This is an optimization exercise on Yosys and OpenROAD, whose aim is small area and a short achievable clock period, not a production implementation. RTL that was checked went through simulation tests only; none was proved equivalent to the original. The RTL of runs 4 to 6 was laid out without a check of its function. Power and IR drop assume default switching activity.

File: config.mk
export PLATFORM = sky130hd
export DESIGN_NAME = bmp_filter
export DESIGN_NICKNAME = bmp_filter
export VERILOG_FILES = /design/flow/design.v
export SDC_FILE = /design/flow/constraint.sdc
export NUM_CORES = 4
export LEC_CHECK = 0
export ABC_CLOCK_PERIOD_IN_PS = 2500
export CAP_MARGIN = 20
export CORE_MARGIN = 2
export CORE_UTILIZATION = 40
export CTS_BUF_LIST = sky130_fd_sc_hd__clkbuf_4 sky130_fd_sc_hd__clkbuf_8
export PLACE_DENSITY = 0.75
export SLEW_MARGIN = 20
File: constraint.sdc
create_clock -name core_clock -period 10.0 [get_ports {dut_if}]
set_input_delay 2.0000 -clock core_clock [delete_from_list [all_inputs] [get_ports {dut_if}]]
set_output_delay 2.0000 -clock core_clock [all_outputs]
set_load 0.01 [all_outputs]
File: design.v
package bmp_pkg;
  localparam int HEADER_WORDS = 14;
  localparam int GROUP_WORDS  = 3;
  localparam int SIZE_LO_WORD = 0;
  localparam int SIZE_HI_WORD = 1;
  typedef logic [31:0] word_t;
  typedef logic [23:0] pixel_t;
  typedef logic [1:0]  mode_t;
  typedef logic [31:0] count_t;
  localparam mode_t MODE_THRESHOLD  = 2'd1;
  localparam mode_t MODE_BRIGHTNESS = 2'd2;
  typedef logic [95:0] pixel_group_t;
endpackage
module bmp_filter
(
  input  logic       dut_if,
  input  logic       reset_ind,
  input  logic       in_valid,
  input  bmp_pkg::word_t      in_data,
  input  bmp_pkg::mode_t      mode,
  input  logic [7:0] proc_val,
  output logic       out_valid,
  output bmp_pkg::word_t      out_data,
  output logic       frame_done
);
  logic [4:0]  s;
  logic [29:0] cnt;       
  logic        lastf;     
  logic        thr;       
  logic        bri;       
  logic [9:0]  pv;        
  logic [31:0] h, t;
  logic        hv, tv;
  logic        h_pix, h_k0, h_k1, h_last;
  logic        t_pix, t_k0, t_k1, t_last;
  logic        cr;        
  logic        out_last;
  logic pix, s0, s1, s01, last;
  assign pix  = s[4];
  assign s0   = (s == 5'd0);
  assign s1   = (s == 5'd1);
  assign s01  = (s[4:1] == 4'd0);          
  assign last = lastf && !s01;
  always_ff @(posedge dut_if) begin
    if (in_valid && s0) begin
      thr <= (mode == bmp_pkg::MODE_THRESHOLD);
      bri <= (mode == bmp_pkg::MODE_BRIGHTNESS);
      pv  <= {2'b00, proc_val};
    end else if (in_valid && s1 && thr) begin
      pv  <= ~(10'({pv[7:0], 1'b0}) + 10'(pv[7:0]) + 10'd2);
    end
  end
  logic        dec;
  logic [29:0] cnt_dec;
  always_comb begin
    logic [5:0] bz;
    logic       z;
    bz[0] = 1'b1;
    for (int k = 1; k < 6; k++) bz[k] = bz[k-1] && (cnt[6*(k-1) +: 6] == 6'd0);
    for (int k = 0; k < 5; k++) begin
      z = bz[k];
      for (int i = 0; i < 6; i++) begin
        cnt_dec[6*k+i] = cnt[6*k+i] ^ (dec && z);
        z = z && !cnt[6*k+i];
      end
    end
  end
  always_ff @(posedge dut_if) begin
    dec <= in_valid && !s01;
    cnt[13:0]  <= s0 ? {in_data[7:0], in_data[15:10]} : cnt_dec[13:0];
    cnt[29:14] <= s1 ? {in_data[23:16], in_data[31:24]} : cnt_dec[29:14];
    if (in_valid) lastf <= !s01 && (cnt[29:3] == 27'd0) && (cnt[2:0] == {2'b10, dec});
    if (reset_ind) begin
      s <= 5'd0;
    end else if (in_valid) begin
      if (last)                    s <= 5'd0;
      else if (s == 5'd13)         s <= 5'b10000;
      else if (pix && s[1])        s <= 5'b10000;
      else                         s <= s + 5'd1;
    end
  end
  logic [1:0] n, held;
  logic       pop_now, pop_in, pop, h_ld, t_ld;
  assign n       = 2'(hv) + 2'(tv);
  assign held    = pix ? s[1:0] : 2'd0;
  assign pop_now = hv && (n > held);
  assign pop_in  = hv && pix && s[1];
  assign pop     = pop_now || (pop_in && in_valid);
  assign h_ld    = pop_now || !hv || (pop_in && in_valid);
  assign t_ld    = pop_now || !hv || !tv || (pop_in && in_valid);
  function automatic logic ge1024(input logic [10:0] x, input logic [10:0] y,
                                  input logic [10:0] z);
    logic [10:0] s1, c1;
    logic [11:0] tt;
    s1 = x ^ y ^ z;
    c1 = (x & y) | (x & z) | (y & z);
    tt = 12'(s1) + {c1, 1'b0};
    ge1024 = tt[10];
  endfunction
  logic [9:0] nl;
  assign nl = pv;
  logic [7:0]  t3, t2, t1, t0;
  logic [10:0] tv11;
  logic        tq, t_thr;
  logic [31:0] hin;
  assign {t3, t2, t1, t0} = t;
  always_comb begin
    logic [7:0]  m, qs, qc, vs, vc;
    m    = t_k0 ? t3 : t0;
    qs   = t2 ^ t1 ^ m;
    qc   = (t2 & t1) | (t2 & m) | (t1 & m);
    tq   = ge1024(11'(qs), {2'b00, qc, 1'b0}, 11'(nl));
    m    = t_k1 ? t1 : 8'd0;
    vs   = t0 ^ m ^ nl[7:0];
    vc   = (t0 & m) | (t0 & nl[7:0]) | (m & nl[7:0]);
    tv11 = {1'b0, nl[9:8], vs} + {2'b00, vc, 1'b0};
  end
  assign t_thr = thr && t_pix;
  assign hin   = t_thr ? {t[31:12], tq, tv11} : t;
  logic [31:0] tin;
  assign tin = {in_valid ? in_data[31:16] : 16'd0, in_data[15:0]};
  always_ff @(posedge dut_if) begin
    if (h_ld) begin
      h <= hin;
      {h_pix, h_k0, h_k1, h_last} <= {t_pix, t_k0, t_k1, t_last};
    end
    if (t_ld) begin
      t <= tin;
      {t_pix, t_k0, t_k1, t_last} <=
        {pix, pix && s[1:0] == 2'd0, pix && s[0], last};
    end
    if (reset_ind) begin
      hv <= 1'b0;
      tv <= 1'b0;
    end else begin
      if (h_ld) hv <= tv;
      if (t_ld) tv <= in_valid;
    end
  end
  logic ub, ul, hq;
  assign hq = h[11];
  assign ub = ge1024(h[10:0], 11'(t[31:24]), 11'(t[23:16]));
  assign ul = ge1024(h[10:0], 11'(t[31:24]), 11'd0);
  logic [7:0]  pe;
  logic [31:0] odata;
  assign pe = (bri && h_pix) ? pv[7:0] : 8'd0;
  always_comb begin
    for (int j = 0; j < 4; j++) begin
      logic [8:0] sum;
      sum = 9'(h[8*j +: 8]) + 9'(pe);
      if (sum[8] != pe[7]) odata[8*j +: 8] = {8{sum[8]}};
      else                 odata[8*j +: 8] = sum[7:0];
    end
    if (thr && h_pix)
      odata = {{8{h_k0 ? hq : cr}}, {8{h_k1 ? cr : hq}}, {8{h_k1 ? ul : hq}},
               {8{h_k0 ? ub : (h_k1 ? ul : hq)}}};
  end
  always_ff @(posedge dut_if) begin
    out_data <= odata;
    out_last <= h_last;
    if (pop) cr <= h_k0 ? ub : ul;
    if (reset_ind) begin
      out_valid  <= 1'b0;
      frame_done <= 1'b0;
    end else begin
      out_valid  <= pop;
      frame_done <= out_valid && out_last;
    end
  end
endmodule
File: flow/run.sh
#!/bin/bash
# Standard ORFS layout with two changes: ports are buffered with the
# smallest buffer (the resizer still upsizes where timing needs it), and
# repair_timing aims for 7 ns of setup slack, so that the achieved period
# is pushed well below the 10 ns clock.
set -euo pipefail
bash standard.sh 'BUFFER_PORTS_ARGS=-buffer_cell sky130_fd_sc_hd__buf_1' SETUP_SLACK_MARGIN=7 finish > standard_flow.log 2>&1
File: standard.sh
#!/bin/bash
# synth_recipe.tcl (not shown) runs the flow's synth.tcl, then flattens the netlist and writes it again
# the make line also repeats each setting of config.mk as NAME=value (left out here)
make -C /OpenROAD-flow-scripts/flow DESIGN_CONFIG=/design/flow/config.mk WORK_HOME=/design/flow/orfs CLKGATE_MAP_FILE= SYNTH_SCRIPT=/design/flow/synth_recipe.tcl "${@:-finish}"
==> results of run 1 <==
[layer usage]
layer,vias to the layer above,track usage
li1,3412,-
met1,3295,0.2222
met2,215,0.2994
met3,34,0.03855
met4,0,0.06017
met5,-,0
[area by class of cell]
cell class / instances / area (µm²) / share of cell area
clock buffer: 19 / 249.0 / 0.02305
clock inverter: 13 / 161.4 / 0.01494
inverter: 85 / 319.1 / 0.02954
multi-input combinational: 650 / 5155 / 0.4772
sequential: 159 / 4025 / 0.3726
tap: 319 / 399.1 / 0.03695
timing repair buffer: 102 / 493.0 / 0.04564
[through the flow]
stage | setup WS (ns) | utilization | power [µW] | instance area (µm²) | cells
finish | 6.993 | 0.4643 | 2078 | 10800 | 1347
global route | 6.928 | 0.4643 | 2213 | 10800 | 1347
CTS | 7.001 | 0.4569 | 2063 | 10630 | 1335
detailed placement | 6.379 | 0.4330 | 1538 | 10070 | 1291
global placement | 6.409 | 0.4330 | 1511 | 10070 | 1291
floorplan | 7.022 | - | 1363 | 9457 | 911
[cells in the final DEF (no fill, tap or decap), types with 7 or more instances in the layout]
cell / synthesis / final
sky130_fd_sc_hd__o21ai_0: 69 / 61
sky130_fd_sc_hd__o21a_1: 10 / 10
sky130_fd_sc_hd__nand3_1: 8 / 7
sky130_fd_sc_hd__clkbuf_8: 0 / 17
sky130_fd_sc_hd__xor2_1: 24 / 24
sky130_fd_sc_hd__edfxtp_1: 84 / 84
sky130_fd_sc_hd__o21ai_1: 7 / 13
sky130_fd_sc_hd__a21o_1: 21 / 21
sky130_fd_sc_hd__nor2b_1: 10 / 10
sky130_fd_sc_hd__nand2b_1: 8 / 8
sky130_fd_sc_hd__mux2_2: 8 / 8
sky130_fd_sc_hd__o21bai_1: 10 / 10
sky130_fd_sc_hd__buf_4: 0 / 20
sky130_fd_sc_hd__nand2_1: 78 / 75
sky130_fd_sc_hd__a21oi_1: 66 / 59
sky130_fd_sc_hd__inv_1: 84 / 80
sky130_fd_sc_hd__fa_1: 36 / 34
sky130_fd_sc_hd__a21oi_2: 0 / 7
sky130_fd_sc_hd__ha_1: 91 / 88
sky130_fd_sc_hd__and2_1: 23 / 22
sky130_fd_sc_hd__nor3_1: 14 / 14
sky130_fd_sc_hd__dfxtp_1: 75 / 74
sky130_fd_sc_hd__nor2_1: 49 / 49
sky130_fd_sc_hd__nor4_1: 7 / 7
sky130_fd_sc_hd__buf_1: 1 / 74
sky130_fd_sc_hd__xnor2_1: 33 / 33
[sequential cells by signal, summed over array words and instances, names as in the netlist, 5 cells and up]
register and flops:
t 32, out_data 32, s 5, pv 10, cnt 30, h 32
[cell families after synthesis]
group / count (synthesis) / share of synthesized area
adder cells (fa/ha/maj): 131 / 0.2016
flip-flops: 159 / 0.4271
AO/OA/AOI/OAI: 223 / 0.1428
AND/OR/NAND/NOR: 228 / 0.1211
XOR/XNOR: 57 / 0.05300
buffers and inverters: 103 / 0.04263
multiplexers: 10 / 0.01169
[where the power goes]
| part | switching [µW] | internal [µW] | total, µW |
|---|---|---|---|
| logic | 372 | 314 | 686 |
| registers | 88.4 | 798 | 886 |
| clock network | 252 | 254 | 506 |
| total | 713 | 1370 | 2080 |
[timing repair]
action                                  in CTS  in global routing
resized for setup                           17                 30
endpoints found under the setup margin      35                 78
cloned                                       0                  1
pin swaps                                    7                 15
endpoints found under the hold margin        0                  0
buffers inserted                            12                 11
[path summary, 6_finish.rpt]
| path | slack (ns) | cells past startpoint | end | startpoint |
|---|---|---|---|---|
| setup / recovery | 6.99 | 12 | h[9]$_DFFE_PP_ | t_k1$_DFFE_PP_ |
| hold / removal | 0.35 | 0 | out_last$_DFF_P_ | h_last$_DFFE_PP_ |
| setup reg to reg | 6.99 | 12 | h[9]$_DFFE_PP_ | t_k1$_DFFE_PP_ |
| hold reg to reg | 0.35 | 0 | out_last$_DFF_P_ | h_last$_DFFE_PP_ |
[worst max-delay path, delay by kind of cell (launching register included)]
kind	cells	cell delay [ns]
XOR/XNOR	1	0.15
buffers and inverters	1	0.05
adder cells (fa/ha/maj)	3	1.05
AND/OR/NAND/NOR	1	0.10
AO/OA/AOI/OAI	6	0.93
flip-flops	1	0.44
==> reports/results.md, run 1 <==
| Metric | Reported |
|:---|:---|
| Result of the run | finished clean |
| Area growth from synthesis to final layout | 14.66% |
| Layout Nets | 1187 |
| Global router's overall resource usage | 0.1764 |
| Accumulated negative setup slack | 0 ns |
| Post-route clock skew | 0.01521 ns |
| Fillers | 2187 |
| Routed via count divided by cell count | 5.164 |
| Final Hold Viols | 0 |
| Number of enable flip-flop cells after synthesis | 84 |
| Post-Syn Area | 0.009420 mm² |
| Clock slew seen by the registers of the worst setup and hold paths | 0.09 ns |
| Top achievable clock speed | 332.6 MHz |
| Number of vias in the routed layout | 6956 |
| Die height | 157.5 µm |
| Met3 layer wire length in the routed design | 1306 µm |
| Buffers added on ports | 78 |
| Number of routed nets with antenna violations | 0 |
| Leading cell types by total area after synthesis | sky130_fd_sc_hd__edfxtp_1 27%, sky130_fd_sc_hd__dfxtp_1 16%, sky130_fd_sc_hd__ha_1 12%, sky130_fd_sc_hd__fa_1 7.7%, sky130_fd_sc_hd__o21ai_0 3.7% |
| Detail Route met2 WL | 10560 µm |
| Worst hold margin | 0.3525 ns |
| Most common cell type on the critical path | sky130_fd_sc_hd__a21o_1 |
| First-iteration detailed-routing DRC count | 507 |
| Number of warnings printed during yosys synthesis | 1 |
| Wire length of the first global-routing pass | 33120 µm |
| Portion of the clock cycle consumed by the worst path in the final layout | 0.3007 |
| Post-Synthesis Net Count | 1083 |
| Most used standard cell by instance count after synthesis | sky130_fd_sc_hd__ha_1 |
| Width of the die | 157.5 µm |
| Avg Synthesized Cell Area | 10.34 µm² |
| Clock insertion delay at the later pin of the skew report | 0.47 ns |
| Total clock buffers created by CTS | 17 |
| Length of the first detailed-routing pass in iterations | 5 |
| Effective utilization at floorplan | 0.4050 |
| Root buffer cell | sky130_fd_sc_hd__clkbuf_8 |
| Count of H-tree levels built during CTS | 4 |
| Post-DR wirelength/cell | 16.30 µm |
| Setup Viol. Count Final | 0 |
| Kind of end point of the critical path | flop |
| Antenna diode instance count | 0 |
| Synthesis-stage register bit count | 159 |
| Synth cell count leaders | 91 x sky130_fd_sc_hd__ha_1, 84 x sky130_fd_sc_hd__edfxtp_1, 84 x sky130_fd_sc_hd__inv_1 |
| Ordered list of cells on the worst path | nand2_2 -> fa_1 -> inv_1 -> ha_2 -> fa_2 -> a21o_1 -> a21o_1 -> a21oi_2 -> o21ai_2 -> a21oi_1 -> xor2_1 -> o21ai_0 |
| Worst Setup Path Type | reg2reg |
| Max_cap viols | 0 |
| Share of the synthesized area in the top cell type | 0.2678 |
| Clock sink total | 159 |
| Max_slew headroom | 0.3535 |
| Core Area | 0.02326 mm² |
| Peak ir drop on the vdd network | 0.1070 mV |
| CP Launch Type | flop |
| Length of routed wiring on met1 | 9649 µm |
| Cell count after synthesis | 911 |
| CTS tree | built |
| Number of global-route vias before repair | 6522 |
| Leak pwr | 0.004622 µW |
| Fraction of layout instances using a drive strength above 1 | 0.1080 |
| Max Slew Vio Count | 0 |
| Worst min path class | reg2reg |
| Largest buffer count on any clock path | 2 |
| Overflow after GRT | 0 |
| Total Routed Length | 21950 µm |
| # rows | 56 |
| Initial antenna violation count | 0 |
| Synth async-reset ratio | 0 |
| Full die area | 0.02479 mm² |
| Largest net degree at the start of global routing | 38 |
| Proportion of synthesized chip area in sequential cells | 0.4271 |
| Worst slew pin tran | 0.9697 ns |
| Slowest Stage Delay on Critical Path | 0.49 ns |
| Data required time of the worst path | 10.19 ns |
| Synth cell types | 62 |
| Number of DRC violations after detailed routing | 0 |
| Highest fanout seen on the critical path | 3 |
| Number of I/O pins | 79 |
| Unrepaired setup endpoints after global routing | true |
| Power density of the placed cells | 192.4 mW/mm² |
| Commonest register cell after synthesis | sky130_fd_sc_hd__edfxtp_1 |
| Worst-path cell with the longest stage delay | sky130_fd_sc_hd__fa_1 |
| Endpoint arrival time on the critical path | 3.19 ns |
| Highest metal used | met4 |
| Detailed Place HPWL | 16270 µm |
| Biggest area consumer among synthesized cells | sky130_fd_sc_hd__edfxtp_1 |
| Final GP Congestion | 0.8924 |
| Count of hold buffers inserted by post-cts repair | 0 |
| Final Critical Period | 3.007 ns |
==> inputs of run 2 (changes only) <==
--- a/config.mk
+++ b/config.mk
@@ -10,5 +10,6 @@
 export CORE_MARGIN = 2
 export CORE_UTILIZATION = 40
 export CTS_BUF_LIST = sky130_fd_sc_hd__clkbuf_4 sky130_fd_sc_hd__clkbuf_8
+export GPL_TIMING_DRIVEN = 0
 export PLACE_DENSITY = 0.75
 export SLEW_MARGIN = 20
==> reports/results.md, run 2 <==
| Metric | Reported | Delta |
|:---|:---|:---|
| Relative contribution of the clock network to total power | 0.226 | -0.017 |
| Clock sink total | 159 | unchanged |
| Detailed Place HPWL | 16750 µm | +3.0% |
| Data required time of the worst path | 10.20 ns | about the same |
| Register Area | 0.004024 mm² | about the same |
| Top achievable clock speed | 332.9 MHz | about the same |
| Worst hold margin | 0.3537 ns | +0.001168 ns |
| Synth cell count leaders | 91 x sky130_fd_sc_hd__ha_1, 84 x sky130_fd_sc_hd__edfxtp_1, 84 x sky130_fd_sc_hd__inv_1 |  |
| Endpoint arrival time on the critical path | 3.21 ns | +0.02 ns |
| Buffers added on ports | 77 | -1.3% |
| Comb power frac | 0.335 | +0.005 |
| Worst slack at placement | 6.206 ns | -0.1731 ns |
| Biggest area consumer among synthesized cells | sky130_fd_sc_hd__edfxtp_1 |  |
| Final GP Congestion | 0.9322 | +4.5% |
| Post-route clock skew | 0.01554 ns | +0.0003276 ns |
| Portion of the clock cycle consumed by the worst path in the final layout | 0.3004 | about the same |
| Area of combinational cells with multiple inputs | 0.005146 mm² | -0.17% |
| Leak pwr | 0.004627 µW | +0.12% |
| Initial antenna violation count | 0 | unchanged |
| Die height | 157.5 µm | unchanged |
| Max_slew headroom | 0.6273 | +0.2737 |
| Accumulated negative setup slack | 0 ns | unchanged |
| Wire length of the first global-routing pass | 34330 µm | +3.7% |
| Synth async-reset ratio | 0 | unchanged |
| Power density of the placed cells | 187.0 mW/mm² | -2.8% |
| Number of vias in the routed layout | 6939 | -0.24% |
| Sequential group share of total power | 0.439 | +0.013 |
| Total Routed Length | 21510 µm | -2.0% |
| Post-Syn Area | 0.009420 mm² | unchanged |
| Layout Cells excl Fill | 1358 | +0.82% |
| Global router's overall resource usage | 0.1810 | +0.004677 |
| Unrepaired setup endpoints after global routing | true |  |
| Worst slew pin tran | 0.5513 ns | -0.4184 ns |
| Most used standard cell by instance count after synthesis | sky130_fd_sc_hd__ha_1 |  |
| Max_cap viols | 0 | unchanged |
| Cell Count Post-Placement | 1307 | +1.2% |
| Synthesis-stage register bit count | 159 | unchanged |
| Count of H-tree levels built during CTS | 4 | unchanged |
| Fillers | 2205 | +0.82% |
| Number of warnings printed during yosys synthesis | 1 | unchanged |
| Clock insertion delay at the later pin of the skew report | 0.46 ns | about the same |
| Number of global-route vias before repair | 6698 | +2.7% |
| Overflow after GRT | 0 | unchanged |
| Net switching component of the power | 702.5 µW | -1.4% |
| Commonest register cell after synthesis | sky130_fd_sc_hd__edfxtp_1 |  |
| Number of DRC violations after detailed routing | 0 | unchanged |
| Width of the die | 157.5 µm | unchanged |
| Worst min path class | reg2reg |  |
| Highest fanout seen on the critical path | 4 | +1 |
| Number of routed nets with antenna violations | 0 | unchanged |
| Number of I/O pins | 79 | unchanged |
| Length of the first detailed-routing pass in iterations | 5 | unchanged |
| First-iteration detailed-routing DRC count | 396 | -22% |
| Proportion of synthesized chip area in sequential cells | 0.4271 | unchanged |
| Effective utilization at floorplan | 0.4050 | unchanged |
| Most frequent cells in the layout | 89 x sky130_fd_sc_hd__ha_1, 84 x sky130_fd_sc_hd__edfxtp_1, 82 x sky130_fd_sc_hd__inv_1 |  |
| Peak ir drop on the vdd network | 0.09222 mV | -14% |
| Worst Setup Path Type | reg2reg |  |
| Full die area | 0.02479 mm² | unchanged |
| Kind of end point of the critical path | flop |  |
| Routed via count divided by cell count | 5.110 | -1.1% |
| Overall power consumption | 2019 µW | -2.9% |
| Largest buffer count on any clock path | 2 | unchanged |
| Clock slew seen by the registers of the worst setup and hold paths | 0.09 ns | about the same |
| Cell count after synthesis | 911 | unchanged |
| Max Slew Vio Count | 0 | unchanged |
| Leading cell types by total area after synthesis | sky130_fd_sc_hd__edfxtp_1 27%, sky130_fd_sc_hd__dfxtp_1 16%, sky130_fd_sc_hd__ha_1 12%, sky130_fd_sc_hd__fa_1 7.7%, sky130_fd_sc_hd__o21ai_0 3.7% |  |
| CTS tree | built |  |
| Synth cell types | 62 | unchanged |
| Largest net degree at the start of global routing | 38 | unchanged |
| Post-route worst setup slack | 6.996 ns | +0.002540 ns |
| Root buffer cell | sky130_fd_sc_hd__clkbuf_8 |  |
| Final Critical Period | 3.004 ns | -0.002540 ns |
| Setup Viol. Count Final | 0 | unchanged |
| Pint | 1316 µW | -3.6% |
| Core Area | 0.02326 mm² | unchanged |
| Number of enable flip-flop cells after synthesis | 84 | unchanged |
| Area growth from synthesis to final layout | 14.56% | about the same |
| Layout Nets | 1198 | +0.93% |
| # rows | 56 | unchanged |
| Final Hold Viols | 0 | unchanged |
| Share of the synthesized area in the top cell type | 0.2678 | unchanged |
| Count of hold buffers inserted by post-cts repair | 0 | unchanged |
| Post-Synthesis Net Count | 1083 | unchanged |
| CP Launch Type | flop |  |
| Avg Synthesized Cell Area | 10.34 µm² | unchanged |
| Antenna diode instance count | 0 | unchanged |
| Fraction of layout instances using a drive strength above 1 | 0.1030 | -0.004993 |
| Leading registers by flop count | h (32), out_data (32), t (32) |  |
| Post-DR wirelength/cell | 15.84 µm | -2.8% |
| Most common cell after layout, fill and taps aside | sky130_fd_sc_hd__ha_1 |  |
| Total clock buffers created by CTS | 17 | unchanged |
| Result of the run | finished clean |  |
| Switch share | 0.3480 | +0.005115 |
[run 2: cell counts after synthesis]
No cell type changed its count.
[run 2: power by group through the flow]
stage / sequential [µW] / combinational (µW) / clock (µW)
after floorplan: 887 / 477 / 0
after global placement: 900 / 606 / 0
after detailed placement: 902 / 633 / 0
after CTS: 886 / 662 / 464
after global routing: 898 / 775 / 490
final: 885 / 677 / 457
[run 2: through the flow]
stage	area [µm²]	utilization
floorplan	9457	-
global placement	10140	0.4361
detailed placement	10140	0.4361
CTS	10680	0.4593
global route	10790	0.4639
finish	10790	0.4639
[run 2: critical path: stages, from the launching register on]
cell	delay, ns
sky130_fd_sc_hd__edfxtp_1	0.44
sky130_fd_sc_hd__buf_4	0.16
sky130_fd_sc_hd__buf_4	0.15
sky130_fd_sc_hd__mux2_2	0.28
sky130_fd_sc_hd__fa_1	0.45
sky130_fd_sc_hd__fa_1	0.54
sky130_fd_sc_hd__ha_4	0.22
sky130_fd_sc_hd__a211oi_2	0.16
sky130_fd_sc_hd__nand2_1	0.07
sky130_fd_sc_hd__a31oi_1	0.16
sky130_fd_sc_hd__a21oi_1	0.11
[run 2: path summary, 6_finish.rpt]
| kind | cells after the start | to | startpoint | slack [ns] |
|---|---|---|---|---|
| worst max-delay path | 10 | h[11]$_DFFE_PP_ | t_k0$_DFFE_PP_ | 7.00 |
| worst min register to register | 0 | out_last$_DFF_P_ | h_last$_DFFE_PP_ | 0.35 |
| worst max register to register | 10 | h[11]$_DFFE_PP_ | t_k0$_DFFE_PP_ | 7.00 |
| worst min-delay path | 0 | out_last$_DFF_P_ | h_last$_DFFE_PP_ | 0.35 |
[run 2: logic make-up (layout without fill, tap and decap cells)]
family | after synthesis | in the layout | share of synthesized area
and+or+nand+nor | 228 | 228 | 0.1211
AOI/OAI and AO/OA | 223 | 223 | 0.1428
DFF | 159 | 159 | 0.4271
adders and majority gates | 131 | 131 | 0.2016
buffers and inverters | 103 | 231 | 0.04263
xor gates and xnor gates | 57 | 57 | 0.05300
muxes | 10 | 10 | 0.01169
[run 2: cell type report]
type	instances	area share
plain buffers	18	0.008696
clock buffers	20	0.02377
inverters	85	0.02957
flip-flops and latches	159	0.3729
multi-input cells	649	0.4769
clock inverters	12	0.01043
repair buffers	96	0.04081
well taps	319	0.03699
[run 2: per-layer routing]
layer  global-route usage  routed length, µm
met5                    0                  0
met4              0.05325                491
met3              0.03855               1263
met2               0.2969              10090
met1               0.2411               9658
[run 2: timing repair]
action,4_1_cts,5_1_grt
endpoints found under the setup margin,48,41
buffers inserted,13,6
gates resized for setup,23,21
hold endpoints to repair,0,0
pin swaps,10,7
==> inputs of run 3 (changes only) <==
--- a/config.mk
+++ b/config.mk
@@ -11,5 +11,4 @@
 export CORE_UTILIZATION = 40
 export CTS_BUF_LIST = sky130_fd_sc_hd__clkbuf_4 sky130_fd_sc_hd__clkbuf_8
 export GPL_TIMING_DRIVEN = 0
-export PLACE_DENSITY = 0.75
 export SLEW_MARGIN = 20
==> reports/results.md, run 3 <==
| Metric | Reported | Delta |
|:---|:---|:---|
| Post-Synthesis Net Count | 1083 | unchanged |
| Max Slew Vio Count | 0 | unchanged |
| Number of enable flip-flop cells after synthesis | 84 | unchanged |
| Worst Setup Path Type | reg2reg |  |
| Final Cell Area | 0.01081 mm² | +0.16% |
| Post-route clock skew | 0.01538 ns | -0.0001576 ns |
| CTS tree | built |  |
| Portion of the clock cycle consumed by the worst path in the final layout | 0.2962 | -0.004256 |
| Most used standard cell by instance count after synthesis | sky130_fd_sc_hd__ha_1 |  |
| Clock sink total | 159 | unchanged |
| Routed via count divided by cell count | 5.001 | -2.1% |
| Commonest register cell after synthesis | sky130_fd_sc_hd__edfxtp_1 |  |
| Unrepaired setup endpoints after global routing | true |  |
| Wire length of the first global-routing pass | 34290 µm | -0.12% |
| Synth async-reset ratio | 0 | unchanged |
| Worst-path cell with the longest stage delay | sky130_fd_sc_hd__fa_1 |  |
| Avg Synthesized Cell Area | 10.34 µm² | unchanged |
| Data required time of the worst path | 10.19 ns | about the same |
| Effective utilization at floorplan | 0.4050 | unchanged |
| Detailed Place HPWL | 16830 µm | +0.48% |
| Fraction of layout instances using a drive strength above 1 | 0.1079 | +0.004916 |
| Max_slew headroom | 0.6114 | -0.01588 |
| Count of H-tree levels built during CTS | 4 | unchanged |
| Accumulated negative setup slack | 0 ns | unchanged |
| Top achievable clock speed | 337.6 MHz | +1.4% |
| Biggest area consumer among synthesized cells | sky130_fd_sc_hd__edfxtp_1 |  |
| Total clock buffers created by CTS | 17 | unchanged |
| Relative contribution of the clock network to total power | 0.234 | +0.008 |
| Post-route worst setup slack | 7.038 ns | +0.04256 ns |
| Detail Route met2 WL | 10140 µm | +0.46% |
| Buffers added on ports | 77 | unchanged |
| Highest metal used | met4 |  |
| Peak ir drop on the vdd network | 0.08271 mV | -10% |
| Final GP Congestion | 0.8699 | -6.7% |
| Most common cell after layout, fill and taps aside | sky130_fd_sc_hd__ha_1 |  |
| Synthesis-stage register bit count | 159 | unchanged |
| CP Launch Type | flop |  |
| Met3 layer wire length in the routed design | 891 µm | -29% |
| Cell count after synthesis | 911 | unchanged |
| Post-Syn Area | 0.009420 mm² | unchanged |
| Initial antenna violation count | 0 | unchanged |
| Critical path's top delay family | adder cells |  |
| Max_cap viols | 0 | unchanged |
| Synth cell count leaders | 91 x sky130_fd_sc_hd__ha_1, 84 x sky130_fd_sc_hd__edfxtp_1, 84 x sky130_fd_sc_hd__inv_1 |  |
| Width of the die | 157.5 µm | unchanged |
| Worst slew pin tran | 0.5794 ns | +0.02810 ns |
| Result of the run | finished clean |  |
| Layout Nets | 1197 | -0.083% |
| Endpoint arrival time on the critical path | 3.15 ns | -0.06 ns |
| Highest fanout seen on the critical path | 4 | unchanged |
| Net switching component of the power | 712.0 µW | +1.3% |
| Slowest Stage Delay on Critical Path | 0.49 ns | -0.05 ns |
| Proportion of synthesized chip area in sequential cells | 0.4271 | unchanged |
| Comb power frac | 0.332 | -0.003 |
| Share of the synthesized area in the top cell type | 0.2678 | unchanged |
| Worst min path class | reg2reg |  |
| First-iteration detailed-routing DRC count | 328 | -17% |
| Final Critical Period | 2.962 ns | -0.04256 ns |
| Number of routed nets with antenna violations | 0 | unchanged |
| # rows | 56 | unchanged |
| Area of combinational cells with multiple inputs | 0.005131 mm² | -0.29% |
| Length of the first detailed-routing pass in iterations | 4 | -1 |
| Core Area | 0.02326 mm² | unchanged |
| Largest net degree at the start of global routing | 38 | unchanged |
| Post-DR wirelength/cell | 15.81 µm | -0.15% |
| Clock slew seen by the registers of the worst setup and hold paths | 0.09 ns | about the same |
| Number of warnings printed during yosys synthesis | 1 | unchanged |
| Count of hold buffers inserted by post-cts repair | 0 | unchanged |
| Sequential group share of total power | 0.433 | -0.006 |
| Register Area | 0.004024 mm² | unchanged |
| Global router's overall resource usage | 0.1828 | +0.001792 |
| Synth cell types | 62 | unchanged |
| Power density of the placed cells | 188.2 mW/mm² | +0.60% |
| Ordered list of cells on the worst path | nand2_1 -> fa_1 -> inv_1 -> ha_2 -> fa_2 -> a21o_1 -> a21o_1 -> a21oi_2 -> o21ai_1 -> a21oi_1 -> xor2_1 -> o21ai_1 |  |
| Switch share | 0.3500 | +0.002006 |
| Length of routed wiring on met1 | 10010 µm | +3.6% |
| Antenna diode instance count | 0 | unchanged |
| Buffering stage count on the worst path with inverters included | 1 | -1 |
| Worst slack at placement | 6.207 ns | +0.001200 ns |
| Setup Viol. Count Final | 0 | unchanged |
| Number of I/O pins | 79 | unchanged |
| Overflow after GRT | 0 | unchanged |
| Fillers | 2261 | +2.5% |
| Leading registers by flop count | h (32), out_data (32), t (32) |  |
| Pint | 1322 µW | +0.45% |
| Total Routed Length | 21460 µm | -0.22% |
| Root buffer cell | sky130_fd_sc_hd__clkbuf_8 |  |
| Die height | 157.5 µm | unchanged |
| Number of vias in the routed layout | 6786 | -2.2% |
| Final Hold Viols | 0 | unchanged |
| Full die area | 0.02479 mm² | unchanged |
| Area growth from synthesis to final layout | 14.74% |  |
| Clock insertion delay at the later pin of the skew report | 0.47 ns | about the same |
| Most frequent cells in the layout | 88 x sky130_fd_sc_hd__ha_1, 84 x sky130_fd_sc_hd__edfxtp_1, 81 x sky130_fd_sc_hd__inv_1 |  |
| Number of global-route vias before repair | 6554 | -2.1% |
| Leak pwr | 0.004635 µW | +0.16% |
| Leading cell types by total area after synthesis | sky130_fd_sc_hd__edfxtp_1 27%, sky130_fd_sc_hd__dfxtp_1 16%, sky130_fd_sc_hd__ha_1 12%, sky130_fd_sc_hd__fa_1 7.7%, sky130_fd_sc_hd__o21ai_0 3.7% |  |
| Cell Area, Placed | 0.01014 mm² | unchanged |
| Number of DRC violations after detailed routing | 0 | unchanged |
| Largest buffer count on any clock path | 2 | unchanged |
| Kind of end point of the critical path | flop |  |
==> run 3: stage by stage <==
step	hold WS, ns	instances	util	total power (µW)
floorplan	0.3233	911	-	1363
global placement	0.3296	1307	0.4361	1520
detailed placement	0.3343	1307	0.4361	1533
CTS	0.3573	1350	0.4586	2021
global route	0.3648	1357	0.4647	2186
finish	0.3518	1357	0.4647	2034
==> run 3: worst register-to-register path: stages (launching register included) <==
cell                       delay (ns)
sky130_fd_sc_hd__edfxtp_1        0.46
sky130_fd_sc_hd__nand2_1         0.10
sky130_fd_sc_hd__fa_1            0.49
sky130_fd_sc_hd__inv_1           0.04
sky130_fd_sc_hd__ha_2            0.18
sky130_fd_sc_hd__fa_2            0.35
sky130_fd_sc_hd__a21o_1          0.17
sky130_fd_sc_hd__a21o_1          0.18
sky130_fd_sc_hd__a21oi_2         0.14
sky130_fd_sc_hd__o21ai_1         0.09
sky130_fd_sc_hd__a21oi_1         0.18
sky130_fd_sc_hd__xor2_1          0.19
sky130_fd_sc_hd__o21ai_1         0.11
==> run 3: what timing repair did <==
action / CTS / global route
endpoints found under the setup margin: 45 / 48
cloned: 0 / 0
resized for setup: 17 / 33
setup buffers: 11 / 7
pin swaps: 7 / 15
==> run 3: power by group through the flow <==
stage / sequential (µW) / clock, µW / combinational, µW
detailed placement: 901 / 0 / 632
CTS: 884 / 489 / 648
global route: 894 / 513 / 779
floorplan: 887 / 0 / 477
finish: 882 / 477 / 676
global placement: 902 / 0 / 619
==> run 3: cell families after synthesis <==
logic type | Yosys count | share of synthesized area
xor+xnor | 57 | 0.05300
fa+ha+maj | 131 | 0.2016
flops | 159 | 0.4271
buf+inv | 103 | 0.04263
mux | 10 | 0.01169
compound gates | 223 | 0.1428
simple gates | 228 | 0.1211
==> run 3: path summary, 6_finish.rpt <==
path | start | to | slack (ns) | cells after the start
hold reg to reg | h_last$_DFFE_PP_ | out_last$_DFF_P_ | 0.35 | 0
setup / recovery | t_k1$_DFFE_PP_ | h[9]$_DFFE_PP_ | 7.04 | 12
setup reg to reg | t_k1$_DFFE_PP_ | h[9]$_DFFE_PP_ | 7.04 | 12
hold / removal | h_last$_DFFE_PP_ | out_last$_DFF_P_ | 0.35 | 0
==> run 3: final cells by class <==
cell class,instances,share of cell area
Buffer,18,0.008682
Clock buffer,18,0.02292
Clock inverter,14,0.01377
Inverter,85,0.02952
Multi-Input combinational cell,649,0.4747
Sequential cell,159,0.3723
Tap cell,319,0.03693
Timing Repair Buffer,95,0.04121
==> run 3: per-layer routing <==
metal / up-vias / global-route usage
met5: - / 0
met4: 0 / 0.06753
met3: 28 / 0.03634
met2: 136 / 0.3034
met1: 3186 / 0.2366
li1: 3436 / -
==> inputs of run 4 (changes only) <==
--- a/design.v
+++ b/design.v
@@ -31,10 +31,9 @@
   logic [9:0]  pv;        
   logic [31:0] h, t;
   logic        hv, tv;
-  logic        h_pix, h_k0, h_k1, h_last;
-  logic        t_pix, t_k0, t_k1, t_last;
+  logic        h_pix, h_k0, h_k1;
+  logic        t_pix, t_k0, t_k1;
   logic        cr;        
-  logic        out_last;
   logic pix, s0, s1, s01, last;
   assign pix  = s[4];
   assign s0   = (s == 5'd0);
@@ -122,12 +121,12 @@
   always_ff @(posedge dut_if) begin
     if (h_ld) begin
       h <= hin;
-      {h_pix, h_k0, h_k1, h_last} <= {t_pix, t_k0, t_k1, t_last};
+      {h_pix, h_k0, h_k1} <= {t_pix, t_k0, t_k1};
     end
     if (t_ld) begin
       t <= tin;
-      {t_pix, t_k0, t_k1, t_last} <=
-        {pix, pix && s[1:0] == 2'd0, pix && s[0], last};
+      {t_pix, t_k0, t_k1} <=
+        {pix, pix && s[1:0] == 2'd0, pix && s[0]};
     end
     if (reset_ind) begin
       hv <= 1'b0;
@@ -157,14 +156,13 @@
   end
   always_ff @(posedge dut_if) begin
     out_data <= odata;
-    out_last <= h_last;
     if (pop) cr <= h_k0 ? ub : ul;
     if (reset_ind) begin
       out_valid  <= 1'b0;
       frame_done <= 1'b0;
     end else begin
       out_valid  <= pop;
-      frame_done <= out_valid && out_last;
+      frame_done <= out_valid && s0 && !hv && !tv;
     end
   end
 endmodule
--- a/config.mk
+++ b/config.mk
@@ -10,5 +10,4 @@
 export CORE_MARGIN = 2
 export CORE_UTILIZATION = 40
 export CTS_BUF_LIST = sky130_fd_sc_hd__clkbuf_4 sky130_fd_sc_hd__clkbuf_8
-export GPL_TIMING_DRIVEN = 0
 export SLEW_MARGIN = 20
==> reports/results.md, run 4 <==
| Metric | Reported | Delta |
|:---|:---|:---|
| Result of the run | finished clean |  |
| Number of global-route vias before repair | 6616 | +0.95% |
| Leading registers by flop count | h (32), out_data (32), t (32) |  |
| Post-DR wirelength/cell | 16.42 µm | +3.8% |
| Highest fanout seen on the critical path | 5 | +1 |
| Power density of the placed cells | 176.9 mW/mm² | -6.0% |
| Xor/xnor share of the synthesized area | 0.04653 | -0.006468 |
| Post-Syn Area | 0.009600 mm² | +1.9% |
| Peak ir drop on the vdd network | 0.08652 mV | +4.6% |
| Final Critical Period | 3.011 ns | +0.04893 ns |
| Synth cell count leaders | 91 x sky130_fd_sc_hd__ha_1, 90 x sky130_fd_sc_hd__inv_1, 82 x sky130_fd_sc_hd__edfxtp_1 |  |
| Met3 layer wire length in the routed design | 887 µm | -0.45% |
| Switch share | 0.3466 | -0.003488 |
| Full die area | 0.02526 mm² | +1.9% |
| Fillers | 2259 | -0.088% |
| Detailed Place HPWL | 16610 µm | -1.3% |
| Number of I/O pins | 79 | unchanged |
| Slowest Stage Delay on Critical Path | 0.49 ns | about the same |
| Post-Synthesis Net Count | 1110 | +2.5% |
| Synthesis-stage register bit count | 156 | -1.9% |
| Clock sink total | 156 | -1.9% |
| Final Hold Viols | 0 | unchanged |
| Complex-gate fraction of the synthesized area | 0.1495 | +0.006704 |
| Die height | 158.9 µm | +0.93% |
| Largest buffer count on any clock path | 2 | unchanged |
| Ordered list of cells on the worst path | and2_1 -> fa_1 -> ha_2 -> fa_2 -> a21o_1 -> a21oi_2 -> o21bai_1 -> a31oi_1 -> nor4b_1 -> a211o_1 |  |
| Length of the first detailed-routing pass in iterations | 5 | +1 |
| Synth async-reset ratio | 0 | unchanged |
| Worst-path cell with the longest stage delay | sky130_fd_sc_hd__edfxtp_1 |  |
| Register Area | 0.003945 mm² | -2.0% |
| Global router's overall resource usage | 0.1786 | -0.004216 |
| Combinational family with the most area after synthesis | adder cells |  |
| Final GP Congestion | 0.8787 | +1.0% |
| Number of enable flip-flop cells after synthesis | 82 | -2.4% |
| Avg Synthesized Cell Area | 10.24 µm² | -1.0% |
| Share of the synthesized area in the top cell type | 0.2565 | -0.01128 |
| Cell count after synthesis | 938 | +3.0% |
| Initial antenna violation count | 0 | unchanged |
| Wire length of the first global-routing pass | 34930 µm | +1.9% |
| Pint | 1261 µW | -4.6% |
| Overflow after GRT | 0 | unchanged |
| Count of H-tree levels built during CTS | 4 | unchanged |
| Number of routed nets with antenna violations | 0 | unchanged |
| Clock slew seen by the registers of the worst setup and hold paths | 0.10 ns | about the same |
| Biggest area consumer among synthesized cells | sky130_fd_sc_hd__edfxtp_1 |  |
| Effective utilization at floorplan | 0.4078 | +0.002832 |
| Accumulated negative setup slack | 0 ns | unchanged |
| Synth Area in Adders | 0.2020 | +0.0003866 |
| Area growth from synthesis to final layout | 13.68% |  |
| Root buffer cell | sky130_fd_sc_hd__clkbuf_8 |  |
| Worst slew pin tran | 0.9636 ns | +0.3842 ns |
| CTS tree | built |  |
| Relative contribution of the clock network to total power | 0.234 | about the same |
| Number of warnings printed during yosys synthesis | 1 | unchanged |
| Post-route clock skew | 0.01857 ns | +0.003189 ns |
| Net switching component of the power | 668.9 µW | -6.0% |
| Core Area | 0.02354 mm² | +1.2% |
| Area of combinational cells with multiple inputs | 0.005371 mm² | +4.7% |
| Data required time of the worst path | 10.21 ns | +0.02 ns |
| Sequential group share of total power | 0.445 | +0.012 |
| Antenna diode instance count | 0 | unchanged |
| Length of routed wiring on met1 | 10750 µm | +7.4% |
| Worst Setup Path Type | reg2reg |  |
| Most common cell after layout, fill and taps aside | sky130_fd_sc_hd__ha_1 |  |
| Routed via count divided by cell count | 5.052 | +1.0% |
| Buffers added on ports | 78 | +1.3% |
| Endpoint arrival time on the critical path | 3.22 ns | +0.07 ns |
| Number of DRC violations after detailed routing | 0 | unchanged |
| Kind of end point of the critical path | flop |  |
| Top achievable clock speed | 332.1 MHz | -1.6% |
| Commonest register cell after synthesis | sky130_fd_sc_hd__edfxtp_1 |  |
| Most frequent cells in the layout | 89 x sky130_fd_sc_hd__ha_1, 87 x sky130_fd_sc_hd__inv_1, 82 x sky130_fd_sc_hd__edfxtp_1 |  |
| # rows | 56 | unchanged |
| Fraction of layout instances using a drive strength above 1 | 0.1046 | -0.003337 |
| Largest net degree at the start of global routing | 37 | -2.6% |
| Leading cell types by total area after synthesis | sky130_fd_sc_hd__edfxtp_1 26%, sky130_fd_sc_hd__dfxtp_1 15%, sky130_fd_sc_hd__ha_1 12%, sky130_fd_sc_hd__fa_1 7.5%, sky130_fd_sc_hd__o21ai_0 3.5% |  |
| Clock insertion delay at the later pin of the skew report | 0.47 ns | about the same |
| Unrepaired setup endpoints after global routing | true |  |
| Max_slew headroom | 0.3576 | -0.2538 |
| Portion of the clock cycle consumed by the worst path in the final layout | 0.3011 | +0.004893 |
| First-iteration detailed-routing DRC count | 352 | +7.3% |
| Synth cell types | 67 | +8.1% |
| Comb power frac | 0.321 | -0.011 |
| Total clock buffers created by CTS | 17 | unchanged |
| Proportion of synthesized chip area in sequential cells | 0.4108 | -0.01636 |
| Leak pwr | 0.004752 µW | +2.5% |
| Max_cap viols | 0 | unchanged |
| CP Launch Type | flop |  |
| Most used standard cell by instance count after synthesis | sky130_fd_sc_hd__ha_1 |  |
| Overall power consumption | 1930 µW | -5.1% |
| Max Slew Vio Count | 0 | unchanged |
| Post-synthesis mux area share | 0.01342 | +0.001736 |
| Setup Viol. Count Final | 0 | unchanged |
| Worst min path class | reg2reg |  |
| Layout Nets | 1211 | +1.2% |
| Total Routed Length | 22510 µm | +4.9% |
| Synth Area in Simple Gates | 0.1324 | +0.01128 |
| Width of the die | 158.9 µm | +0.93% |
| Highest metal used | met4 |  |
| Detail Route met2 WL | 10420 µm | +2.8% |
| Number of vias in the routed layout | 6926 | +2.1% |
run 4: power by group through the flow:
stage	combinational [µW]	clock, µW	sequential (µW)
after floorplan	436	0	859
after global placement	567	0	875
after detailed placement	576	0	876
after CTS	593	462	859
after global routing	715	488	871
final	619	452	859
run 4: path summary, 6_finish.rpt:
check	from	end	slack, ns	cells past startpoint
setup / recovery	t_k1$_DFFE_PP_	h[9]$_DFFE_PP_	6.99	10
hold / removal	t[21]$_SDFFCE_PN0P_	h[21]$_DFFE_PP_	0.46	0
setup reg to reg	t_k1$_DFFE_PP_	h[9]$_DFFE_PP_	6.99	10
hold reg to reg	t[21]$_SDFFCE_PN0P_	h[21]$_DFFE_PP_	0.46	0
run 4: metal layers:
| metal | vias up | track usage |
|---|---|---|
| met5 | - | 0 |
| met1 | 3230 | 0.2411 |
| met4 | 0 | 0.05950 |
| met3 | 27 | 0.03109 |
| met2 | 153 | 0.2920 |
| li1 | 3516 | - |
run 4: logic make-up after synthesis:
kind of cell	count (synthesis)
and+or+nand+nor	241
AOI/OAI and AO/OA	231
DFF	156
adders and majority gates	135
buffers and inverters	112
xor gates and xnor gates	51
muxes	12
run 4: critical path: cells and delay by family (launching register included):
family | cells | cell delay [ns]
AOI/OAI and AO/OA | 5 | 1.03
adders and majority gates | 3 | 0.91
DFF | 1 | 0.49
and+or+nand+nor | 2 | 0.29
run 4: repair_timing:
action                                 4_1_cts  5_1_grt
setup buffers                               12       11
hold buffers                                 0        0
setup endpoints to repair                   28       72
endpoints found under the hold margin        0        0
gates resized for setup                     10       32
gates cloned                                 0        1
pin swaps                                    1       16
run 4: per-stage QoR:
step                      instance area (µm²)  hold WS [ns]  setup WS [ns]    util  cells
after global routing                    10910        0.4768          6.914  0.4636   1371
after detailed placement                10240        0.4390          6.539  0.4352   1315
after CTS                               10730        0.4656          7.004  0.4557   1359
after global placement                  10240        0.4331          6.542  0.4352   1315
after floorplan                          9658        0.4064          6.907       -    938
final                                   10910        0.4616          6.989  0.4636   1371
run 4: area by class of cell:
| class | count | share of cell area |
|---|---|---|
| Clock buffer | 18 | 0.02213 |
| Clock inverter | 14 | 0.01089 |
| Inverter | 90 | 0.03130 |
| Multi-Input combinational cell | 671 | 0.4921 |
| Sequential cell | 156 | 0.3615 |
| Tap cell | 319 | 0.03657 |
| Timing Repair Buffer | 103 | 0.04551 |
==> inputs of run 5 (changes only) <==
--- a/design.v
+++ b/design.v
@@ -28,7 +28,7 @@
   logic        lastf;     
   logic        thr;       
   logic        bri;       
-  logic [9:0]  pv;        
+  logic [7:0]  pv;        
   logic [31:0] h, t;
   logic        hv, tv;
   logic        h_pix, h_k0, h_k1;
@@ -44,9 +44,7 @@
     if (in_valid && s0) begin
       thr <= (mode == bmp_pkg::MODE_THRESHOLD);
       bri <= (mode == bmp_pkg::MODE_BRIGHTNESS);
-      pv  <= {2'b00, proc_val};
-    end else if (in_valid && s1 && thr) begin
-      pv  <= ~(10'({pv[7:0], 1'b0}) + 10'(pv[7:0]) + 10'd2);
+      pv  <= proc_val;
     end
   end
   logic        dec;
@@ -97,7 +95,7 @@
     ge1024 = tt[10];
   endfunction
   logic [9:0] nl;
-  assign nl = pv;
+  assign nl = ~(10'({pv, 1'b0}) + 10'(pv) + 10'd2);    
   logic [7:0]  t3, t2, t1, t0;
   logic [10:0] tv11;
   logic        tq, t_thr;
@@ -142,7 +140,7 @@
   assign ul = ge1024(h[10:0], 11'(t[31:24]), 11'd0);
   logic [7:0]  pe;
   logic [31:0] odata;
-  assign pe = (bri && h_pix) ? pv[7:0] : 8'd0;
+  assign pe = (bri && h_pix) ? pv : 8'd0;
   always_comb begin
     for (int j = 0; j < 4; j++) begin
       logic [8:0] sum;
==> reports/results.md, run 5 <==
| Metric | Reported | Delta |
|:---|:---|:---|
| Cell count after synthesis | 900 | -4.1% |
| Leak pwr | 0.004478 µW | -5.8% |
| Overflow after GRT | 0 | unchanged |
| Synth cell count leaders | 95 x sky130_fd_sc_hd__ha_1, 82 x sky130_fd_sc_hd__edfxtp_1, 79 x sky130_fd_sc_hd__o21ai_0 |  |
| Final Cell Area | 0.01090 mm² | -0.14% |
| Root buffer cell | sky130_fd_sc_hd__clkbuf_8 |  |
| Synth async-reset ratio | 0 | unchanged |
| Synth Area in Adders | 0.2035 | +0.001539 |
| Length of the first detailed-routing pass in iterations | 4 | -1 |
| Peak ir drop on the vdd network | 0.08669 mV | +0.20% |
| First-iteration detailed-routing DRC count | 331 | -6.0% |
| Fillers | 2205 | -2.4% |
| Final GP Congestion | 0.8299 | -5.6% |
| Wire length of the first global-routing pass | 34430 µm | -1.4% |
| Number of vias in the routed layout | 6737 | -2.7% |
| Number of DRC violations after detailed routing | 0 | unchanged |
| Number of I/O pins | 79 | unchanged |
| Highest fanout seen on the critical path | 3 | -2 |
| Most frequent cells in the layout | 88 x sky130_fd_sc_hd__ha_1, 82 x sky130_fd_sc_hd__edfxtp_1, 73 x sky130_fd_sc_hd__buf_1 |  |
| Proportion of synthesized chip area in sequential cells | 0.4159 | +0.005098 |
| Routed via count divided by cell count | 5.039 | -0.26% |
| Count of hold buffers inserted by post-cts repair | 0 | unchanged |
| Buffers added on ports | 78 | unchanged |
| Clock sink total | 154 | -1.3% |
| Area growth from synthesis to final layout | 16.12% |  |
| Post-synthesis mux area share | 0.01653 | +0.003105 |
| # rows | 56 | unchanged |
| Number of routed nets with antenna violations | 0 | unchanged |
| Result of the run | finished clean |  |
| Unrepaired setup endpoints after global routing | true |  |
| Synth cell types | 65 | -3.0% |
| Accumulated negative setup slack | 0 ns | unchanged |
| Core Area | 0.02326 mm² | -1.2% |
| Most used standard cell by instance count after synthesis | sky130_fd_sc_hd__ha_1 |  |
| Avg Synthesized Cell Area | 10.43 µm² | +1.9% |
| Combinational family with the most area after synthesis | adder cells |  |
| Endpoint arrival time on the critical path | 3.62 ns | +0.40 ns |
| Clock insertion delay at the later pin of the skew report | 0.46 ns | about the same |
| Fraction of layout instances using a drive strength above 1 | 0.1316 | +0.02707 |
| Synthesis-stage register bit count | 154 | -1.3% |
| Synth Area in Simple Gates | 0.1344 | +0.001952 |
| Post-Synthesis Net Count | 1072 | -3.4% |
| Number of enable flip-flop cells after synthesis | 82 | unchanged |
| Initial antenna violation count | 0 | unchanged |
| Leading cell types by total area after synthesis | sky130_fd_sc_hd__edfxtp_1 26%, sky130_fd_sc_hd__dfxtp_1 15%, sky130_fd_sc_hd__ha_1 13%, sky130_fd_sc_hd__fa_1 6.8%, sky130_fd_sc_hd__o21ai_0 4.2% |  |
| Global router's overall resource usage | 0.1833 | +0.004709 |
| Post-route clock skew | 0.01584 ns | -0.002732 ns |
| Number of warnings printed during yosys synthesis | 1 | unchanged |
| Largest net degree at the start of global routing | 37 | unchanged |
| Post-DR wirelength/cell | 16.31 µm | -0.62% |
| Xor/xnor share of the synthesized area | 0.05505 | +0.008525 |
| CP Launch Type | flop |  |
| Width of the die | 157.2 µm | -1.1% |
| CTS tree | built |  |
| Final Critical Period | 3.449 ns | +0.4379 ns |
| Effective utilization at floorplan | 0.4035 | -0.004284 |
| Layout Utilization | 0.4685 | +0.004940 |
| Full die area | 0.02471 mm² | -2.2% |
| Number of global-route vias before repair | 6440 | -2.7% |
| Layout Nets | 1177 | -2.8% |
| Die height | 157.2 µm | -1.1% |
| Leading registers by flop count | h (32), out_data (32), t (32) |  |
| Count of H-tree levels built during CTS | 4 | unchanged |
| Power density of the placed cells | 170.1 mW/mm² | -3.8% |
| Max_slew headroom | 0.3411 | -0.01646 |
| Data required time of the worst path | 10.17 ns | -0.04 ns |
| Worst slew pin tran | 0.9883 ns | +0.02469 ns |
| Largest buffer count on any clock path | 2 | unchanged |
| Top achievable clock speed | 290.0 MHz | -13% |
| Detailed Place HPWL | 16530 µm | -0.47% |
| Most common cell after layout, fill and taps aside | sky130_fd_sc_hd__ha_1 |  |
| Max Slew Vio Count | 0 | unchanged |
| Worst Setup Path Type | reg2reg |  |
| Clock slew seen by the registers of the worst setup and hold paths | 0.08 ns | -0.02 ns |
| Biggest area consumer among synthesized cells | sky130_fd_sc_hd__edfxtp_1 |  |
| Share of the synthesized area in the top cell type | 0.2623 | +0.005846 |
| Cell Area, Placed | 0.01006 mm² | -1.8% |
| Portion of the clock cycle consumed by the worst path in the final layout | 0.3449 | +0.04379 |
| Total Routed Length | 21810 µm | -3.1% |
| Overall power consumption | 1854 µW | -3.9% |
| Final Hold Viols | 0 | unchanged |
| Max_cap viols | 0 | unchanged |
| Post-Syn Area | 0.009387 mm² | -2.2% |
| Setup Viol. Count Final | 0 | unchanged |
| Antenna diode instance count | 0 | unchanged |
| Worst min path class | reg2reg |  |
| Complex-gate fraction of the synthesized area | 0.1448 | -0.004724 |
| Total clock buffers created by CTS | 17 | unchanged |
| Kind of end point of the critical path | flop |  |
| Commonest register cell after synthesis | sky130_fd_sc_hd__edfxtp_1 |  |
run 5: cell count changes after synthesis, moves of 5 or more:
| cell | delta |
|---|---|
| sky130_fd_sc_hd__mux2_2 | +5 |
| sky130_fd_sc_hd__nor3_2 | -5 |
| sky130_fd_sc_hd__inv_1 | -36 |
| sky130_fd_sc_hd__nor4_1 | +8 |
| sky130_fd_sc_hd__xor2_1 | +5 |
| sky130_fd_sc_hd__o21ai_1 | -9 |
| sky130_fd_sc_hd__nor3b_1 | -5 |
| sky130_fd_sc_hd__nor2_1 | +5 |
| sky130_fd_sc_hd__a21o_1 | -17 |
| sky130_fd_sc_hd__o21ai_0 | +11 |
| sky130_fd_sc_hd__a21oi_1 | -6 |
run 5: cell type report:
| class | count | area [µm²] | share of cell area |
|---|---|---|---|
| Clock inverter | 11 | 123.9 | 0.01136 |
| Inverter | 54 | 206.4 | 0.01894 |
| Multi-Input combinational cell | 674 | 5508 | 0.5053 |
| Clock buffer | 21 | 264.0 | 0.02422 |
| Tap cell | 319 | 399.1 | 0.03662 |
| Timing Repair Buffer | 104 | 494.2 | 0.04534 |
| Sequential cell | 154 | 3904 | 0.3582 |
run 5: worst max-delay path, cell delays in order (launching register included):
cell,delay [ns]
sky130_fd_sc_hd__edfxtp_1,0.44
sky130_fd_sc_hd__ha_1,0.32
sky130_fd_sc_hd__ha_2,0.20
sky130_fd_sc_hd__fa_2,0.53
sky130_fd_sc_hd__inv_2,0.06
sky130_fd_sc_hd__fa_1,0.52
sky130_fd_sc_hd__ha_4,0.21
sky130_fd_sc_hd__nor2b_4,0.12
sky130_fd_sc_hd__o21ai_2,0.18
sky130_fd_sc_hd__a21oi_2,0.10
sky130_fd_sc_hd__o41ai_2,0.24
sky130_fd_sc_hd__xor2_1,0.17
sky130_fd_sc_hd__o21ai_1,0.08
run 5: metal layers:
layer | routed length, µm | GRT usage | part of all wire | vias up
met5 | 0 | 0 | 0 | -
met4 | 423 | 0.05844 | 0.019 | 0
met3 | 844 | 0.04047 | 0.039 | 31
met2 | 10510 | 0.3042 | 0.48 | 129
met1 | 10040 | 0.2383 | 0.46 | 3131
li1 | - | - | - | 3446
run 5: timing repair:
action | in CTS | in global routing
setup buffers | 8 | 18
pin swaps | 23 | 12
endpoints found under the setup margin | 104 | 44
resized for setup | 33 | 22
gates cloned | 1 | 0
run 5: worst paths after layout:
kind / slack, ns / cells after the start / start / to
worst max register to register: 6.55 / 12 / pv[1]$_DFFE_PP_ / h[9]$_DFFE_PP_
worst max-delay path: 6.55 / 12 / pv[1]$_DFFE_PP_ / h[9]$_DFFE_PP_
worst min-delay path: 0.51 / 0 / t_pix$_DFFE_PP_ / h_pix$_DFFE_PP_
worst min register to register: 0.51 / 0 / t_pix$_DFFE_PP_ / h_pix$_DFFE_PP_
run 5: per-stage QoR:
| step | instances | setup slack [ns] | hold slack (ns) |
|---|---|---|---|
| final | 1337 | 6.551 | 0.5117 |
| after detailed placement | 1278 | 5.860 | 0.4740 |
| after floorplan | 900 | 6.764 | 0.4064 |
| after global routing | 1337 | 6.413 | 0.5078 |
| after CTS | 1319 | 6.591 | 0.4968 |
| after global placement | 1278 | 5.976 | 0.4721 |
run 5: logic make-up (layout without fill, tap and decap cells):
logic type               count (synthesis)  after routing
AND/OR/NAND/NOR                        249            250
AO/OA/AOI/OAI                          216            216
flip-flops                             154            154
adder cells (fa/ha/maj)                135            135
buffers and inverters                   73            190
XOR/XNOR                                59             59
multiplexers                            14             14
run 5: power breakdown:
| part | switching (µW) | total, µW | internal, µW |
|---|---|---|---|
| sequential | 65.5 | 816 | 750 |
| clock | 236 | 469 | 233 |
| combinational | 299 | 570 | 270 |
==> inputs of run 6 (changes only) <==
--- a/design.v
+++ b/design.v
@@ -29,6 +29,7 @@
   logic        thr;       
   logic        bri;       
   logic [7:0]  pv;        
+  logic [9:0]  nl;        
   logic [31:0] h, t;
   logic        hv, tv;
   logic        h_pix, h_k0, h_k1;
@@ -46,6 +47,7 @@
       bri <= (mode == bmp_pkg::MODE_BRIGHTNESS);
       pv  <= proc_val;
     end
+    nl <= ~(10'({pv, 1'b0}) + 10'(pv) + 10'd2);
   end
   logic        dec;
   logic [29:0] cnt_dec;
@@ -94,8 +96,6 @@
     tt = 12'(s1) + {c1, 1'b0};
     ge1024 = tt[10];
   endfunction
-  logic [9:0] nl;
-  assign nl = ~(10'({pv, 1'b0}) + 10'(pv) + 10'd2);    
   logic [7:0]  t3, t2, t1, t0;
   logic [10:0] tv11;
   logic        tq, t_thr;
==> reports/results.md, run 6 <==
| Metric | Reported | Delta |
|:---|:---|:---|
| Result of the run | finished clean |  |
| Power density of the placed cells | 172.5 mW/mm² | +1.4% |
| Effective utilization at floorplan | 0.4070 | +0.003518 |
| Highest fanout seen on the critical path | 7 | +4 |
| Max_cap viols | 0 | unchanged |
| Setup Viol. Count Final | 0 | unchanged |
| Top achievable clock speed | 317.8 MHz | +9.6% |
| Proportion of synthesized chip area in sequential cells | 0.4308 | +0.01495 |
| Die height | 158.3 µm | +0.72% |
| Worst-path cell with the longest stage delay | sky130_fd_sc_hd__fa_1 |  |
| Total Routed Length | 22130 µm | +1.4% |
| CTS tree | built |  |
| Clock slew seen by the registers of the worst setup and hold paths | 0.09 ns | about the same |
| Leading registers by flop count | h (32), out_data (32), t (32) |  |
| First-iteration detailed-routing DRC count | 404 | +22% |
| Synth cell types | 69 | +6.2% |
| Overflow after GRT | 0 | unchanged |
| Post-DR wirelength/cell | 16.51 µm | +1.2% |
| Number of warnings printed during yosys synthesis | 1 | unchanged |
| Synthesis-stage register bit count | 164 | +6.5% |
| Most common cell after layout, fill and taps aside | sky130_fd_sc_hd__ha_1 |  |
| Worst reg-to-reg setup slack | 6.85 ns | +0.30 ns |
| Number of DRC violations after detailed routing | 0 | unchanged |
| Data required time of the worst path | 10.19 ns | +0.02 ns |
| Antenna diode instance count | 0 | unchanged |
| Number of global-route vias before repair | 6535 | +1.5% |
| Fraction of layout instances using a drive strength above 1 | 0.09011 | -0.04152 |
| Total clock buffers created by CTS | 17 | unchanged |
| Layout Nets | 1181 | +0.34% |
| Number of routed nets with antenna violations | 0 | unchanged |
| Wire length of the first global-routing pass | 34860 µm | +1.2% |
| Final Hold Viols | 0 | unchanged |
| Synth async-reset ratio | 0 | unchanged |
| Final Critical Period | 3.147 ns | -0.3017 ns |
| Origin of the worst min-delay path | t[21]$_SDFFCE_PN0P_ |  |
| Number of vias in the routed layout | 6760 | +0.34% |
| Largest buffer count on any clock path | 2 | unchanged |
| Accumulated negative setup slack | 0 ns | unchanged |
| Cell count after synthesis | 916 | +1.8% |
| Post-route clock skew | 0.01775 ns | +0.001913 ns |
| Most used standard cell by instance count after synthesis | sky130_fd_sc_hd__ha_1 |  |
| Post-Synthesis Net Count | 1089 | +1.6% |
| Hold endpoint | h[21]$_DFFE_PP_ |  |
| Avg Synthesized Cell Area | 10.40 µm² | -0.29% |
| Portion of the clock cycle consumed by the worst path in the final layout | 0.3147 | -0.03017 |
| Width of the die | 158.3 µm | +0.72% |
| Final Cell Area | 0.01085 mm² | -0.49% |
| Leak pwr | 0.004622 µW | +3.2% |
| Global router's overall resource usage | 0.1849 | +0.001630 |
| Max_slew headroom | 0.3331 | -0.008045 |
| Root buffer cell | sky130_fd_sc_hd__clkbuf_8 |  |
| Initial antenna violation count | 0 | unchanged |
| Fillers | 2264 | +2.7% |
| Full die area | 0.02506 mm² | +1.4% |
| R2r endpoint | h[11]$_DFFE_PP_ |  |
| Routed via count divided by cell count | 5.045 | +0.12% |
| Clock sink total | 164 | +6.5% |
| Length of the first detailed-routing pass in iterations | 5 | +1 |
| Cell Area, Placed | 0.01019 mm² | +1.3% |
| Hold depth | 0 | unchanged |
| Leading cell types by total area after synthesis | sky130_fd_sc_hd__edfxtp_1 26%, sky130_fd_sc_hd__dfxtp_1 17%, sky130_fd_sc_hd__ha_1 12%, sky130_fd_sc_hd__fa_1 7.6%, sky130_fd_sc_hd__o21ai_0 3.6% |  |
| Largest net degree at the start of global routing | 37 | unchanged |
| Most frequent cells in the layout | 91 x sky130_fd_sc_hd__ha_1, 85 x sky130_fd_sc_hd__inv_1, 82 x sky130_fd_sc_hd__edfxtp_1 |  |
| CP Launch Type | flop |  |
| Area growth from synthesis to final layout | 13.86% |  |
| Slowest Stage Delay on Critical Path | 0.53 ns | about the same |
| Worst min path class | reg2reg |  |
| Count of H-tree levels built during CTS | 4 | unchanged |
| Ordered list of cells on the worst path | buf_6 -> nand2_2 -> o21ai_2 -> fa_1 -> inv_1 -> fa_1 -> inv_1 -> ha_1 -> a41o_1 -> a21o_1 -> a21oi_2 -> nor2b_1 -> o2111ai_1 -> a21oi_2 |  |
| Overall power consumption | 1871 µW | +0.89% |
| Clock insertion delay at the later pin of the skew report | 0.46 ns | about the same |
| Biggest area consumer among synthesized cells | sky130_fd_sc_hd__edfxtp_1 |  |
| Synth cell count leaders | 92 x sky130_fd_sc_hd__ha_1, 85 x sky130_fd_sc_hd__inv_1, 82 x sky130_fd_sc_hd__dfxtp_1, 82 x sky130_fd_sc_hd__edfxtp_1, 77 x sky130_fd_sc_hd__nand2_1 |  |
| Worst slew pin tran | 0.9980 ns | +0.009650 ns |
| Unrepaired setup endpoints after global routing | true |  |
| Detailed Place HPWL | 16720 µm | +1.1% |
| Worst Setup Path Type | reg2reg |  |
| Number of enable flip-flop cells after synthesis | 82 | unchanged |
| Peak ir drop on the vdd network | 0.08339 mV | -3.8% |
| Final GP Congestion | 0.8179 | -1.4% |
| Share of the synthesized area in the top cell type | 0.2585 | -0.003825 |
| # rows | 56 | unchanged |
| Post-Syn Area | 0.009525 mm² | +1.5% |
| Kind of end point of the critical path | flop |  |
| Number of I/O pins | 79 | unchanged |
| Core Area | 0.02340 mm² | +0.60% |
| Max Slew Vio Count | 0 | unchanged |
| Reg2Reg Launch Point | t_k0$_DFFE_PP_ |  |
| Commonest register cell after synthesis | sky130_fd_sc_hd__edfxtp_1 |  |
| Endpoint arrival time on the critical path | 3.34 ns | -0.28 ns |
| Worst reg2reg path depth | 14 | +2 |
| Buffers added on ports | 78 | unchanged |
-- run 6: cell types whose count changed in the layout (fill, tap and decap cells not counted), sizes merged, moves of 6 or more --
cell    change
and2        -7
o21ai       +7
inv        +32
buf        -13
mux2        -6
maj3        -7
nor2       -19
a21oi      +11
dfxtp      +10
nand2       +8
o21bai      -6
-- run 6: layer usage --
metal,part of all wire,track usage,up-vias
li1,-,-,3429
met1,0.47,0.2434,3165
met2,0.47,0.3079,138
met3,0.036,0.03865,28
met4,0.020,0.05491,0
met5,0,0,-
-- run 6: worst max-delay path: cells and delay by family (launching register included) --
| family | cells | cell delay [ns] |
|---|---|---|
| flops | 1 | 0.42 |
| buf+inv | 3 | 0.25 |
| simple gates | 2 | 0.11 |
| compound gates | 6 | 0.83 |
| fa+ha+maj | 3 | 1.27 |
-- run 6: worst max path at each step --
stage,startpoint,end,slack [ns],cells after the start
2_1_floorplan,t_k0$_DFFE_PP_,h[11]$_DFFE_PP_,6.96,14
3_3_place_gp,in_valid,bri$_DFFE_PP_,6.31,4
3_5_place_dp,in_valid,pv[0]$_DFFE_PP_,6.28,4
4_1_cts,t[26]$_SDFFCE_PN0P_,h[11]$_DFFE_PP_,6.82,13
5_1_grt,t_k0$_DFFE_PP_,h[11]$_DFFE_PP_,6.77,14
6_report,t_k0$_DFFE_PP_,h[11]$_DFFE_PP_,6.85,14
-- run 6: layout make-up --
class / instances / area [µm²] / area share
Inverter: 85 / 319.1 / 0.02942
Multi-Input combinational cell: 649 / 5206 / 0.4800
Clock inverter: 10 / 122.6 / 0.01131
Clock buffer: 22 / 284.0 / 0.02619
Tap cell: 319 / 399.1 / 0.03680
Timing Repair Buffer: 91 / 409.1 / 0.03772
Sequential cell: 164 / 4105 / 0.3785
-- run 6: metrics by stage --
step	util	cells	worst slack (ns)	hold slack (ns)
after floorplan	-	916	6.959	0.4064
after global placement	0.4356	1296	6.308	0.4391
after detailed placement	0.4356	1296	6.280	0.4431
after CTS	0.4564	1334	6.818	0.4793
after global routing	0.4634	1340	6.770	0.5036
final	0.4634	1340	6.853	0.4785
-- run 6: logic make-up (layout without fill, tap and decap cells) --
family	count (synthesis)	count (layout)	synth area share
buf+inv	104	208	0.04177
flops	164	164	0.4308
xor+xnor	58	58	0.05333
compound gates	221	221	0.1390
simple gates	231	232	0.1273
mux	9	9	0.01025
fa+ha+maj	129	129	0.1976
-- run 6: power breakdown --
group / internal [µW] / switching [µW] / leakage (µW)
registers: 801 / 78.2 / 0.00157
logic: 217 / 278 / 0.00284
clock network: 246 / 250 / 0.000205
-- run 6: timing repair --
action,in CTS,in global routing
hold buffers,0,0
buffers inserted,6,5
gates resized for setup,9,27
endpoints found under the setup margin,27,81
pin swaps,0,12
cloned,0,1

[separate check: timing with driven ports]
The flow's constraints put no driver on any port. The routed layouts listed below were extracted and timed again, unchanged, in two steps.
Step 1: set_driving_cell puts a clkbuf_16 on dut_if and a buf_2 on each other input, an assumption about the parent block.
Step 2 moves the port delays by t, midway between the first and last clock arrival at a register: inputs arrive t later, outputs are due t later. That takes back most of the time a late clock gives input paths.
a / b / c = ideal / step 1 / step 2; a / b = the first two.
run	shift t [ns]	setup slack, ns	slew at the worst register clock pin (ns)
run 1	0.504	6.993 / 6.993 / 6.604	0.09 / 0.09
run 2	0.494	6.996 / 6.996 / 6.658	0.09 / 0.09
run 3	0.498	7.038 / 7.027 / 6.669	0.09 / 0.09
run 4	0.498	6.989 / 6.989 / 6.607	0.10 / 0.10
run 5	0.487	6.551 / 6.551 / 6.551	0.09 / 0.09
run 6	0.485	6.853 / 6.853 / 6.688	0.09 / 0.09
After both steps setup and hold are still met in every run listed. The setup slack of run 1, which loses most, moves by 0.000 ns with the drivers and by -0.389 ns with both steps.
